This design comes from an exercise in tuning for small area on the open sky130 flow, not from production work.
RTL that was checked went through simulation tests only; none was proved equivalent to the original.
Power and IR drop assume default switching activity.

==> flow/design.v (excerpt) <==
module mmu_top
(
    input  logic                       clk,
    input  logic                       rst_n,
    input  logic                       psel,
    input  logic                       penable,
    input  logic                       pwrite,
    input  logic [8-1:0] paddr,
    input  logic [31:0]                pwdata,
    output logic [31:0]                prdata,
    output logic                       pready,
    output logic                       pslverr,
    input  logic                       req_valid,
    input  logic [97:0]                req,
    output logic                       rsp_valid,
    output logic [105:0]               rsp
);
Size in the first run: roughly 1700 cells after synthesis, roughly 920 flip-flops, roughly 290 I/O pins, roughly 31000 um^2 of cells after synthesis.
Settings: LEC_CHECK=0, CAP_MARGIN=20, CORE_MARGIN=2, CORE_UTILIZATION=65, CTS_BUF_LIST=sky130_fd_sc_hd__clkbuf_16, CTS_CLUSTER_DIAMETER=80, CTS_CLUSTER_SIZE=30, PLACE_DENSITY=0.75, SLEW_MARGIN=20, SYNTH_HIERARCHICAL=1; clock period 6.0 ns.
standard.sh (not shown) runs the stock make flow with config.mk's settings and CLKGATE_MAP_FILE= SYNTH_SCRIPT=/design/flow/synth_recipe.tcl, a recipe that flattens the netlist after the stock synthesis.
==> flow/flow/run.sh <==
#!/bin/bash
# The standard layout, with the port buffers made from the smallest
# buffer cell instead of the resizer's default pick.
set -euo pipefail
export BUFFER_PORTS_ARGS="-buffer_cell sky130_fd_sc_hd__buf_1"
bash standard.sh > standard_flow.log 2>&1
Then changed:
--- a/flow/design.v
+++ b/flow/design.v
@@ -194,17 +194,17 @@
 module mmu_ao22 (
     input  logic a1, a2, b1, b2,
     output logic y
 );
     assign y = (a1 & a2) | (b1 & b2);
 endmodule
-module mmu_and2 (
-    input  logic a, b,
+module mmu_andn (
+    input  logic a, bn,
     output logic y
 );
-    assign y = a & b;
+    assign y = a & ~bn;
 endmodule
 module mmu_top
 (
     input  logic                       clk,
     input  logic                       rst_n,
     input  logic                       psel,
@@ -237,18 +237,12 @@
     logic wr_cr0, wr_ctrl, wr_vpn, wr_pfn, flush;
     assign wr_cr0  = wr && (rsel == 3'd0);
     assign wr_ctrl = wr && (rsel == 3'd1);
     assign wr_vpn  = wr && (rsel == 3'd2);
     assign wr_pfn  = wr && (rsel == 3'd3);
     assign flush   = wr_ctrl & pwdata[1];
-    logic        wr_vpn_n;
-    logic [19:0] vpn_d;
-    assign wr_vpn_n = ~wr_vpn;
-    for (genvar b = 0; b < 20; b++) begin : g_vpn_d
-        mmu_ao22 u_mux (wr_vpn, pwdata[b], wr_vpn_n, vpn_q[b], vpn_d[b]);
-    end
     logic cr0_wr_q, pfn_wr_q;
     always_ff @(posedge clk or negedge rst_n) begin
         if (!rst_n) begin
             cr0_wr_q <= 1'b0;
             pfn_wr_q <= 1'b0;
             vm_q     <= 1'b0;
@@ -257,12 +251,18 @@
             if (wr_cr0)  cr0_wr_q <= 1'b1;
             if (wr_pfn)  pfn_wr_q <= 1'b1;
             if (wr_ctrl) vm_q     <= pwdata[0];
             vpn_q    <= vpn_d;
         end
     end
+    logic        wr_vpn_n;
+    logic [19:0] vpn_d;
+    assign wr_vpn_n = ~wr_vpn;
+    for (genvar b = 0; b < 20; b++) begin : g_vpn_d
+        mmu_ao22 u_mux (wr_vpn, pwdata[b], wr_vpn_n, vpn_q[b], vpn_d[b]);
+    end
     always_ff @(posedge clk) begin
         if (wr_cr0) cr0_q <= pwdata;
         if (wr_pfn) pfn_q <= pwdata[19:0];
     end
     logic pe, pg, prot, v86, paging;
     assign pe     = cr0_q[0] & cr0_wr_q;
@@ -366,23 +366,22 @@
     logic [3:0]  s1_type,  s2_type;
     logic        s1_sv,    s2_sv;
     logic        s1_pv,    s2_pv;
     logic [31:0] s1_pa,    s2_pa;
     logic        s1_pf,    s2_pf;
     logic        s1_hit,   s2_hit;
-    logic        ph_d, np_d, pf_d, nf_d;
+    logic        ph_d, np_d, pf_d;
     logic [31:0] pa_d;
     assign ph_d = paging & hit;
     assign np_d = ~paging;
     assign pf_d = paging & ~hit;
-    assign nf_d = ~pf_d;
     for (genvar b = 0; b < 20; b++) begin : g_pa_hi
         mmu_ao22 u_pa (ph_d, pfn_sel[b], np_d, lin[12 + b], pa_d[12 + b]);
     end
     for (genvar b = 0; b < 12; b++) begin : g_pa_lo
-        mmu_and2 u_pa (lin[b], nf_d, pa_d[b]);
+        mmu_andn u_pa (lin[b], pf_d, pa_d[b]);
     end
     always_ff @(posedge clk or negedge rst_n) begin
         if (!rst_n) begin
             s1_valid <= 1'b0;
             s2_valid <= 1'b0;
         end else begin
@@ -409,13 +408,13 @@
         s2_pa    <= s1_pa;
         s2_pf    <= s1_pf;
         s2_hit   <= s1_hit;
     end
     assign rsp_valid = s2_valid;
     assign rsp = {1'b0, s2_mode, s2_base, 12'd0, s2_limit, s2_type, s2_sv, s2_pv, s2_pa, s2_pf};
-    logic [31:0] hc, fc;
+    logic [32:0] hc, fc;
     for (genvar i = 0; i < 32; i++) begin : g_inc
         if (i == 0) begin : g_first
             assign hc[i] = s2_valid & s2_hit;
             assign fc[i] = s2_valid & s2_pf;
         end else if (i % 8 == 0) begin : g_byte
             assign hc[i] = hc[0] & (&hit_cnt_q[i-1:0]);
Cell area hardly moves.
Total power fell slightly.
Utilization fell by 0.97 points.
Global-route usage fell by 0.42 points.
Critical path depth does not change.
Die area is about the same.

* * *

mmu_top, a different RTL version from the one above (not shown whole).
Size: ~1,800 cells after synthesis, about 290 I/O pins.
Settings: LEC_CHECK=0, CAP_MARGIN=20, CORE_MARGIN=2, CORE_UTILIZATION=65, CTS_BUF_LIST=sky130_fd_sc_hd__clkbuf_16, CTS_CLUSTER_DIAMETER=80, CTS_CLUSTER_SIZE=30, PLACE_DENSITY=0.75, SLEW_MARGIN=20, SYNTH_HIERARCHICAL=1; clock period 6.0 ns.
Scripts as last shown in full above: flow/flow/run.sh
The baseline finished clean.
==> next run, changes <==
--- a/flow/design.v
+++ b/flow/design.v
@@ -147,30 +147,24 @@
     mmu_dec4n u_lo (.a(a[1:0]), .yn(lo_n));
     mmu_dec4n u_hi (.a(a[3:2]), .yn(hi_n));
     for (genvar i = 0; i < 16; i++) begin : g_y
         mmu_nor2 u_y (hi_n[i / 4], lo_n[i % 4], y[i]);
     end
 endmodule
 module mmu_ao22 (
     input  logic a1, a2, b1, b2,
     output logic y
 );
     assign y = (a1 & a2) | (b1 & b2);
 endmodule
-module mmu_andn (
-    input  logic a, bn,
-    output logic y
-);
-    assign y = a & ~bn;
-endmodule
 module mmu_top
 (
     input  logic                       clk,
     input  logic                       rst_n,
     input  logic                       psel,
     input  logic                       penable,
     input  logic                       pwrite,
     input  logic [8-1:0] paddr,
     input  logic [31:0]                pwdata,
     output logic [31:0]                prdata,
     output logic                       pready,
     output logic                       pslverr,
@@ -296,54 +290,43 @@
     end
     assign hit = v_sel && (tag_sel == lin[31:16]);
     logic        s1_valid, s2_valid;
     logic [1:0]  s1_mode,  s2_mode;
     logic [31:0] s1_base,  s2_base;
     logic [19:0] s1_limit, s2_limit;
     logic [3:0]  s1_type,  s2_type;
     logic        s1_sv,    s2_sv;
     logic        s1_pv,    s2_pv;
     logic [31:0] s1_pa,    s2_pa;
     logic        s1_pf,    s2_pf;
     logic        s1_hit,   s2_hit;
-    logic        ph_d, np_d, pf_d;
-    logic [31:0] pa_d;
-    assign ph_d = paging & hit;
-    assign np_d = ~paging;
-    assign pf_d = paging & ~hit;
-    for (genvar b = 0; b < 20; b++) begin : g_pa_hi
-        mmu_ao22 u_pa (ph_d, pfn_sel[b], np_d, lin[12 + b], pa_d[12 + b]);
-    end
-    for (genvar b = 0; b < 12; b++) begin : g_pa_lo
-        mmu_andn u_pa (lin[b], pf_d, pa_d[b]);
-    end
     always_ff @(posedge clk or negedge rst_n) begin
         if (!rst_n) begin
             s1_valid <= 1'b0;
             s2_valid <= 1'b0;
         end else begin
             s1_valid <= req_valid;
             s2_valid <= s1_valid;
         end
     end
     always_ff @(posedge clk) begin
         s1_mode  <= {v86, prot};
         s1_base  <= prot ? {req[65:58], req[41:34], req[33:18]} : 32'd0;
         s1_limit <= prot ? {req[53:50], req[17:2]} : 20'hFFFFF;
         s1_type  <= prot ? req[45:42] : 4'd0;
         s1_sv    <= prot ? req[49] : 1'b1;
         s1_pv    <= prot & (req[1:0] > req[48:47]);
-        s1_pa    <= pa_d;
-        s1_pf    <= pf_d;
-        s1_hit   <= ph_d;
+        s1_pa    <= paging ? (hit ? {pfn_sel, lin[11:0]} : 32'd0) : lin;
+        s1_pf    <= paging & ~hit;
+        s1_hit   <= paging & hit;
         s2_mode  <= s1_mode;
         s2_base  <= s1_base;
         s2_limit <= s1_limit;
         s2_type  <= s1_type;
         s2_sv    <= s1_sv;
         s2_pv    <= s1_pv;
         s2_pa    <= s1_pa;
         s2_pf    <= s1_pf;
         s2_hit   <= s1_hit;
     end
     assign rsp_valid = s2_valid;
     assign rsp = {1'b0, s2_mode, s2_base, 12'd0, s2_limit, s2_type, s2_sv, s2_pv, s2_pa, s2_pf};
Outcome:
- The new run produced a clean layout
- hold slack is worse by 0.0081 ns
- wire length climbs by 2.6%
- power drops by 0.57%
- clock power drops by about 2%
- via count climbs by 1.6%
- combinational power climbs by about 3%
- die area climbs by 0.56%
- final area barely changes
- utilization stays flat
- critical path depth climbs by 6
- final cell count climbs by 1.7%
- clock-buffer cell count drops by 4
- sequential share of layout area is about the same

* * *

Setup of v31:
mmu_top, a different RTL version from the one above (not shown whole).
For scale: roughly 2100 cells after synthesis, ~290 I/O pins, ~34000 sq um of cells after synthesis.
==> module mmu_top, before the edit <==
module mmu_top
(
    input  logic                       clk,
    input  logic                       rst_n,
    input  logic                       psel,
    input  logic                       penable,
    input  logic                       pwrite,
    input  logic [8-1:0] paddr,
    input  logic [31:0]                pwdata,
    output logic [31:0]                prdata,
    output logic                       pready,
    output logic                       pslverr,
    input  logic                       req_valid,
    input  logic [97:0]                req,
    output logic                       rsp_valid,
    output logic [105:0]               rsp
);
    logic       in_map;    
    logic [2:0] rsel;
    logic       wr;
    assign in_map  = (paddr[7:5] == 3'd0) && (paddr[1:0] == 2'd0);
    assign rsel    = paddr[4:2];
    assign wr      = psel & penable & pwrite & in_map;
    assign pready  = 1'b1;
    assign pslverr = ~(in_map && (rsel != 3'd7));
    logic [31:0] cr0_q;
    logic        vm_q;
    logic [19:0] vpn_q;
    logic [19:0] pfn_q;
    logic [31:0] hit_cnt_q;
    logic [31:0] fault_cnt_q;
    logic wr_cr0, wr_ctrl, wr_vpn, wr_pfn, flush;
    assign wr_cr0  = wr && (rsel == 3'd0);
    assign wr_ctrl = wr && (rsel == 3'd1);
    assign wr_vpn  = wr && (rsel == 3'd2);
    assign wr_pfn  = wr && (rsel == 3'd3);
    assign flush   = wr_ctrl & pwdata[1];
    logic cr0_wr_q, pfn_wr_q;
    logic [31:0] cr0;
    always_ff @(posedge clk or negedge rst_n) begin
        if (!rst_n) begin
            cr0_wr_q <= 1'b0;
            pfn_wr_q <= 1'b0;
            vm_q     <= 1'b0;
            vpn_q    <= '0;
        end else begin
            if (wr_cr0)  cr0_wr_q <= 1'b1;
            if (wr_pfn)  pfn_wr_q <= 1'b1;
            if (wr_ctrl) vm_q     <= pwdata[0];
            if (wr_vpn)  vpn_q    <= pwdata[19:0];
        end
    end
    always_ff @(posedge clk) begin
        if (wr_cr0) cr0_q <= pwdata;
        if (wr_pfn) pfn_q <= pwdata[19:0];
    end
    assign cr0 = cr0_q & {32{cr0_wr_q}};
    logic pe, pg, prot, v86, paging;
    assign pe     = cr0[0];
    assign pg     = cr0[31];
    assign prot   = pe & ~vm_q;
    assign v86    = pe & vm_q;
    assign paging = prot & pg;
    always_comb begin
        case (rsel)
            3'd0:    prdata = cr0;
            3'd1:    prdata = {31'd0, vm_q};
            3'd2:    prdata = {12'd0, vpn_q};
            3'd3:    prdata = {12'd0, pfn_q & {20{pfn_wr_q}}};
            3'd4:    prdata = {26'd0, v86, pe, pg, 1'b0, v86, prot};
            3'd5:    prdata = hit_cnt_q;
            default: prdata = fault_cnt_q;
        endcase
    end
    logic [15:0] tlb_valid;
    logic [15:0] tlb_tag [16];
    logic [19:0] tlb_pfn [16];
    always_ff @(posedge clk or negedge rst_n) begin
        if (!rst_n) begin
            tlb_valid <= '0;
        end else if (flush) begin
            tlb_valid <= '0;
        end else if (wr_pfn) begin
            tlb_valid[vpn_q[3:0]] <= 1'b1;
        end
    end
    always_ff @(posedge clk) begin
        if (wr_pfn) begin
            tlb_tag[vpn_q[3:0]] <= vpn_q[19:4];
            tlb_pfn[vpn_q[3:0]] <= pwdata[19:0];
        end
    end
    logic [31:0] lin;
    logic [3:0]  idx;
    logic        hit;
    logic [19:0] pfn_sel;
    assign lin     = req[97:66];
    assign idx     = lin[15:12];
    logic [15:0] isel;
    logic        v_sel;
    logic [15:0] tag_sel;
    always_comb begin
        v_sel   = 1'b0;
        tag_sel = '0;
        pfn_sel = '0;
        for (int i = 0; i < 16; i++) begin
            isel[i] = (idx == i[3:0]);
            v_sel   = v_sel   | (isel[i] & tlb_valid[i]);
            tag_sel = tag_sel | ({16{isel[i]}} & tlb_tag[i]);
            pfn_sel = pfn_sel | ({20{isel[i]}} & tlb_pfn[i]);
        end
    end
    assign hit = v_sel && (tag_sel == lin[31:16]);
    logic        s1_valid, s2_valid;
    logic [1:0]  s1_mode,  s2_mode;
    logic [31:0] s1_base,  s2_base;
    logic [19:0] s1_limit, s2_limit;
    logic [3:0]  s1_type,  s2_type;
    logic        s1_sv,    s2_sv;
    logic        s1_pv,    s2_pv;
    logic [31:0] s1_pa,    s2_pa;
    logic        s1_pf,    s2_pf;
    logic        s1_hit,   s2_hit;
    always_ff @(posedge clk or negedge rst_n) begin
        if (!rst_n) begin
            s1_valid <= 1'b0;
            s2_valid <= 1'b0;
        end else begin
            s1_valid <= req_valid;
            s2_valid <= s1_valid;
        end
    end
    always_ff @(posedge clk) begin
        s1_mode  <= {v86, prot};
        s1_base  <= prot ? {req[65:58], req[41:34], req[33:18]} : 32'd0;
        s1_limit <= prot ? {req[53:50], req[17:2]} : 20'hFFFFF;
        s1_type  <= prot ? req[45:42] : 4'd0;
        s1_sv    <= prot ? req[49] : 1'b1;
        s1_pv    <= prot & (req[1:0] > req[48:47]);
        s1_pa    <= paging ? (hit ? {pfn_sel, lin[11:0]} : 32'd0) : lin;
        s1_pf    <= paging & ~hit;
        s1_hit   <= paging & hit;
        s2_mode  <= s1_mode;
        s2_base  <= s1_base;
        s2_limit <= s1_limit;
        s2_type  <= s1_type;
        s2_sv    <= s1_sv;
        s2_pv    <= s1_pv;
        s2_pa    <= s1_pa;
        s2_pf    <= s1_pf;
        s2_hit   <= s1_hit;
    end
    assign rsp_valid = s2_valid;
    assign rsp = {1'b0, s2_mode, s2_base, 12'd0, s2_limit, s2_type, s2_sv, s2_pv, s2_pa, s2_pf};
    logic [32:0] hc, fc;
    for (genvar i = 0; i < 32; i++) begin : g_inc
        if (i == 0) begin : g_first
            assign hc[i] = s2_valid & s2_hit;
            assign fc[i] = s2_valid & s2_pf;
        end else if (i % 8 == 0) begin : g_byte
            assign hc[i] = hc[0] & (&hit_cnt_q[i-1:0]);
            assign fc[i] = fc[0] & (&fault_cnt_q[i-1:0]);
        end
        if (i % 8 != 7) begin : g_ripple
            assign hc[i+1] = hc[i] & hit_cnt_q[i];
            assign fc[i+1] = fc[i] & fault_cnt_q[i];
        end
    end
    always_ff @(posedge clk or negedge rst_n) begin
        if (!rst_n) begin
            hit_cnt_q   <= '0;
            fault_cnt_q <= '0;
        end else begin
            hit_cnt_q   <= hit_cnt_q ^ hc[31:0];
            fault_cnt_q <= fault_cnt_q ^ fc[31:0];
        end
    end
endmodule
clock: 6.0 ns
lec_check: 0
cap_margin: 20
core_margin: 2
core_utilization: 65
cts_buf_list: sky130_fd_sc_hd__clkbuf_16
cts_cluster_diameter: 80
cts_cluster_size: 30
place_density: 0.75
slew_margin: 20
Scripts as last shown in full above: flow/flow/run.sh
Inputs modified between v31 and v32:
--- a/flow/design.v
+++ b/flow/design.v
@@ -233,20 +233,13 @@
     end
     assign rsp_valid = s2_valid;
     assign rsp = {1'b0, s2_mode, s2_base, 12'd0, s2_limit, s2_type, s2_sv, s2_pv, s2_pa, s2_pf};
     logic [32:0] hc, fc;
+    assign hc[0] = s2_valid & s2_hit;
+    assign fc[0] = s2_valid & s2_pf;
     for (genvar i = 0; i < 32; i++) begin : g_inc
-        if (i == 0) begin : g_first
-            assign hc[i] = s2_valid & s2_hit;
-            assign fc[i] = s2_valid & s2_pf;
-        end else if (i % 8 == 0) begin : g_byte
-            assign hc[i] = hc[0] & (&hit_cnt_q[i-1:0]);
-            assign fc[i] = fc[0] & (&fault_cnt_q[i-1:0]);
-        end
-        if (i % 8 != 7) begin : g_ripple
-            assign hc[i+1] = hc[i] & hit_cnt_q[i];
-            assign fc[i+1] = fc[i] & fault_cnt_q[i];
-        end
+        assign hc[i+1] = hc[i] & hit_cnt_q[i];
+        assign fc[i+1] = fc[i] & fault_cnt_q[i];
     end
     always_ff @(posedge clk or negedge rst_n) begin
         if (!rst_n) begin
             hit_cnt_q   <= '0;
Notes after the runs:
Power attributed to combinational cells: v32 vs v31 up about 0.9%. On synthesized area, v31 tracks v32 almost exactly. Going from v31 to v32, placed cell count shows no meaningful change, distinct cell type count of the synthesized netlist shows an increase of 13, antenna diode instance count shows an increase of 1, clock tree skew after final layout shows an increase of 0.0083 ns.
Function not checked in v32: the RTL went through the layout flow alone.

-- re-timing with driven ports --
The flow's constraints put no driver on any port. The routed layouts listed below were extracted and timed again, unchanged, in two steps. Step 1 sets driving cells, clkbuf_16 on the clock port and buf_2 on the other inputs (assumed; they add their load-dependent delay and slew). Step 2, shift: input delay + t, output delay - t, t = (earliest + latest rising clock arrival at the registers) / 2. This alone moves slack from input paths to output paths. Slacks: ideal ports / drivers / drivers and shift; pairs: ideal ports / drivers.
run	t, ns	slack for setup (ns)	worst setup path at the end	pins driven straight from the clock port
the first run of note 1	0.656	1.467 / 1.453 / 0.797	input to register	1
the second run of note 1	0.661	1.458 / 1.489 / 0.829	input to register	1
the first run of note 2	0.662	1.363 / 1.337 / 0.941	input to register	1
the second run of note 2	0.652	1.526 / 1.525 / 0.900	input to register	1
v31	0.667	1.429 / 1.408 / 0.972	input to register	1
v32	0.672	0.121 / 0.121 / 0.121	register to register	1
After both steps setup and hold are still met in every run listed. The setup slack of the first run of note 1, which loses most, moves by -0.014 ns with the drivers and by -0.670 ns with both steps.
